What follows belongs to an exercise in optimizing a design on an open flow for small area, a short achievable clock period and few clock cycles; a production flow would make more cautious choices. Only simulation tests tie the RTL to the original design; equivalence was not proved. No activity file was given, so power comes from the tool's default toggle rates.

Setup of before:
==> flow/design.v (excerpt) <==
module dsp_seq_core #(
  parameter int DATA_W     = 32,
  parameter int NREGS      = 16,
  parameter int IMEM_DEPTH = 64,
  parameter int NOUT       = 3
) (
  input  logic                          clk,
  input  logic                          rst,
  input  logic                          imem_we,
  input  logic [$clog2(IMEM_DEPTH)-1:0] imem_addr,
  input  logic [31:0]                   imem_wdata,
  input  logic                          start,
  output logic                          busy,
  output logic                          done,
  output logic                          err,
  output logic [NOUT*DATA_W-1:0]        out_data,
  output logic [NOUT-1:0]               out_valid
);
  localparam int AW = $clog2(IMEM_DEPTH);
  localparam int IW = dsp_pkg::IW;
  localparam logic [1:0] C_ALU = dsp_pkg::C_ALU;
  localparam logic [1:0] C_OUT = dsp_pkg::C_OUT;
  localparam logic [1:0] C_NOP = dsp_pkg::C_NOP;
  localparam logic [1:0] C_END = dsp_pkg::C_END;
  function automatic logic [2:0] add_mod3(input logic [2:0] x, input logic [2:0] y);
    add_mod3[0] = (x[0] & y[0]) | (x[1] & y[2]) | (x[2] & y[1]);
    add_mod3[1] = (x[0] & y[1]) | (x[1] & y[0]) | (x[2] & y[2]);
    add_mod3[2] = (x[0] & y[2]) | (x[2] & y[0]) | (x[1] & y[1]);
  endfunction
  function automatic logic [1:0] mod3_16(input logic [15:0] v);
    logic [2:0] r [8];
    logic [2:0] q [4];
    logic [2:0] t;
    for (int k = 0; k < 8; k++) begin
      r[k][0] = v[2*k+1] == v[2*k];
      r[k][1] = !v[2*k+1] && v[2*k];
      r[k][2] = v[2*k+1] && !v[2*k];
    end
    for (int k = 0; k < 4; k++) q[k] = add_mod3(r[2*k], r[2*k+1]);
    t = add_mod3(add_mod3(q[0], q[1]), add_mod3(q[2], q[3]));
    mod3_16 = {t[2], t[1]};
  endfunction
  function automatic logic [IW-1:0] encode(input logic [31:0] w);
    logic [5:0] op;
    logic [3:0] rs, rt, rd;
    op = w[dsp_pkg::OP_LSB +: 6];
    rs = w[dsp_pkg::RS_LSB +: 4];
    rt = w[dsp_pkg::RT_LSB +: 4];
    rd = w[dsp_pkg::RD_LSB +: 4];
    encode = {4'd0, C_NOP, 14'd0};
    if (op == dsp_pkg::OP_LI) begin
      if (rt != 4'd0) encode = {rt, w[15:0]};
    end else if (op == dsp_pkg::OP_ADD || op == dsp_pkg::OP_SUB ||
                 op == dsp_pkg::OP_MUL || op == dsp_pkg::OP_MAC) begin
      if (rd != 4'd0) encode = {4'd0, C_ALU, 2'(op - dsp_pkg::OP_ADD), rs, rt, rd};
  ...
Size in the first run: ~8400 cells after synthesis, about 2300 flip-flops, roughly 140 I/O pins, roughly 110000 um^2 of cells after synthesis.
clock: 12.0 ns
lec_check: 0
cap_margin: 20
core_margin: 2
core_utilization: 45
place_density: 0.6
slew_margin: 20
standard.sh (not shown) runs the stock make flow with config.mk's settings and CLKGATE_MAP_FILE= SYNTH_SCRIPT=/design/flow/synth_recipe.tcl, a recipe that flattens the netlist after the stock synthesis.
==> flow/flow/run.sh <==
#!/bin/bash
set -euo pipefail
bash standard.sh SETUP_SLACK_MARGIN=8 finish > standard_flow.log 2>&1
Testbench counts of before, summed over its fixed seeds: cycles 8,026.
--- input diff before..after ---
--- a/flow/design.v
+++ b/flow/design.v
@@ -996,13 +996,13 @@
     rd = w[dsp_pkg::RD_LSB +: 4];
     encode = {4'd0, C_NOP, 14'd0};
     if (op == dsp_pkg::OP_LI) begin
       if (rt != 4'd0) encode = {rt, w[15:0]};
     end else if (op == dsp_pkg::OP_ADD || op == dsp_pkg::OP_SUB ||
                  op == dsp_pkg::OP_MUL || op == dsp_pkg::OP_MAC) begin
-      if (rd != 4'd0) encode = {4'd0, C_ALU, 2'(op - dsp_pkg::OP_ADD), rs, rt, rd};
+      encode = {4'd0, C_ALU, 2'(op - dsp_pkg::OP_ADD), rs, rt, rd};
     end else if (op == dsp_pkg::OP_OUT) begin
       encode = {4'd0, C_OUT, 2'd0, rs, 6'd0, mod3_16(w[15:0])};
     end else if (op == dsp_pkg::OP_HALT) begin
       encode = {4'd0, C_END, 14'd0};
     end else if (op != dsp_pkg::OP_NOP) begin
       encode = {4'd0, C_END, 14'd1};
@@ -1019,48 +1019,41 @@
     pa_q <= imem_addr;
     pd_q <= imem_wdata;
   end
   assign pw_word = encode(pd_q);
   always_ff @(posedge clk) if (pw_q) mem[pa_q] <= pw_word;
   logic w01_busy;
-  assign w01_busy = pw_q && pa_q < AW'(3);
-  logic [IMEM_DEPTH-2:0] sk;
-  always_ff @(posedge clk)
-    if (pw_q && pa_q != AW'(0)) sk[pa_q - 1'b1] <= pw_word[19:14] == {4'd0, C_NOP};
+  assign w01_busy = pw_q && pa_q[AW-1:1] == '0;
   logic [AW-1:0] pc_q;
   logic [IW-1:0] mem_rd;
   always_comb begin
     mem_rd = '0;
     for (int i = 0; i < IMEM_DEPTH; i++) mem_rd = mem_rd | (mem[i] & {IW{pc_q == AW'(i)}});
   end
-  logic sk_rd;
-  always_comb begin
-    sk_rd = 1'b0;
-    for (int i = 0; i < IMEM_DEPTH - 1; i++) sk_rd = sk_rd | (sk[i] & (pc_q == AW'(i)));
-  end
   logic [IW-1:0] fq_q;
   logic [IW-1:0] dw;             
-  logic          fq_last, rq_last;
   logic          rq_v;           
   logic [3:0]  rq_sa, rq_sb, rq_sc, rq_dst;
   logic        rq_li, rq_sub, rq_mul, rq_out, rq_end, rq_eerr, rq_wr;
   logic [1:0]  rq_ch;
   logic [15:0] rq_imm;
   logic        d_li, d_alu, d_out, d_end;
   assign dw    = (busy_q && rq_v) ? fq_q : mem[0];
   assign d_li  = dw[19:16] != 4'd0;
   assign d_alu = !d_li && dw[15:14] == C_ALU;
   assign d_out = !d_li && dw[15:14] == C_OUT;
   assign d_end = !d_li && dw[15:14] == C_END;
-  logic fq_end, mr_end, fq_safe, stall, adv, fin_b, fin_c, fin, start_acc;
+  logic fq_end, fq_last, rq_last, mr_end, fq_safe, stall, adv, fin_b, fin_c, fin, start_acc;
   logic [3:0] d_sa, d_sb, d_sc;
   assign d_sa      = (d_alu || d_out) ? dw[11:8] : 4'd0;
   assign d_sb      = d_alu ? dw[7:4] : 4'd0;
   assign d_sc      = (d_alu && dw[13:12] == 2'd3) ? dw[3:0] : 4'd0;
   assign fq_end    = fq_q[19:16] == 4'd0 && fq_q[15:14] == C_END;
   assign mr_end    = mem_rd[19:16] == 4'd0 && mem_rd[15:14] == C_END;
+  assign fq_last   = pc_q == AW'(0);    
+  assign rq_last   = pc_q == AW'(1);    
   logic f_alu, f_out;
   logic [3:0] f_sa, f_sb, f_sc;
   assign f_alu     = fq_q[19:16] == 4'd0 && fq_q[15:14] == C_ALU;
   assign f_out     = fq_q[19:16] == 4'd0 && fq_q[15:14] == C_OUT;
   assign f_sa      = (f_alu || f_out) ? fq_q[11:8] : 4'd0;
   assign f_sb      = f_alu ? fq_q[7:4] : 4'd0;
@@ -1083,22 +1076,19 @@
       rq_mul  <= d_alu && dw[13];
       rq_out  <= d_out;
       rq_end  <= d_end;
       rq_eerr <= dw[0];
       rq_ch   <= dw[1:0];
       rq_imm  <= dw[15:0];
-      rq_last <= busy_q && rq_v && fq_last;
     end
     if (!busy_q || !rq_v) begin
-      fq_q    <= mem[1];
-      fq_last <= 1'b0;
-      pc_q    <= sk[1] ? AW'(3) : AW'(2);
+      fq_q <= mem[1];
+      pc_q <= AW'(2);
     end else if (adv) begin
-      fq_q    <= mem_rd;
-      fq_last <= pc_q == AW'(IMEM_DEPTH-1) || (pc_q == AW'(IMEM_DEPTH-2) && sk_rd);
-      pc_q    <= pc_q + (sk_rd ? AW'(2) : AW'(1));
+      fq_q <= mem_rd;
+      pc_q <= pc_q + 1'b1;
     end
   end
   logic [31:0] rf [1:15];
   logic [15:1] rf_v;
   logic        wb_aw, wb_mw, wb_we;
   logic [3:0]  wb_dst;
Results
- Compared with before, after shows a static leakage that is about 2.2% lower.
- When after is measured against before, its largest clock skew in the final design turns out 0.0091 ns lower.
- From before to after the numbers moved as follows: highest fanout seen on the critical path went down; area after synthesis went down; combinational group power went up.
- For before, the cell at the slowest stage of the critical path was sky130_fd_sc_hd__dfrtp_2, unlike after, where it was sky130_fd_sc_hd__dfrtp_4.
- The met1 global-route usage reported for after is smaller than that of before by 0.23 points.
- after vs before, routed wire length went down by 3.6%.
- Compared with before, after shows a initial detailed-routing violation count that is 1.5% lower.
Testbench counts of after, summed over its fixed seeds: cycles 8,594.

-- separate check: timing with driven ports --
How much do the figures lean on ideal ports? The routed layouts below were timed once more, with nothing changed but the port constraints. Step 1, drivers: a clkbuf_16 drives clk and a buf_2 each remaining input, both assumed. Step 2 adds t to the input delays and takes it off the output delays; t is the mean of the earliest and latest rising clock arrival at the registers after step 1. Input paths then give back, and output paths get back, about the clock's delay inside the block. a / b / c = ideal ports / drivers / drivers and shift; a / b = the first two.
run	shift t [ns]	slack for setup (ns)	worst setup path after step 2	clock arrival spread, ns
before	1.009	7.622 / 7.525 / 7.792	register to register	0.110 / 0.110
after	0.985	7.653 / 7.565 / 7.836	register to register	0.103 / 0.103
After both steps every run listed still meets setup and hold.
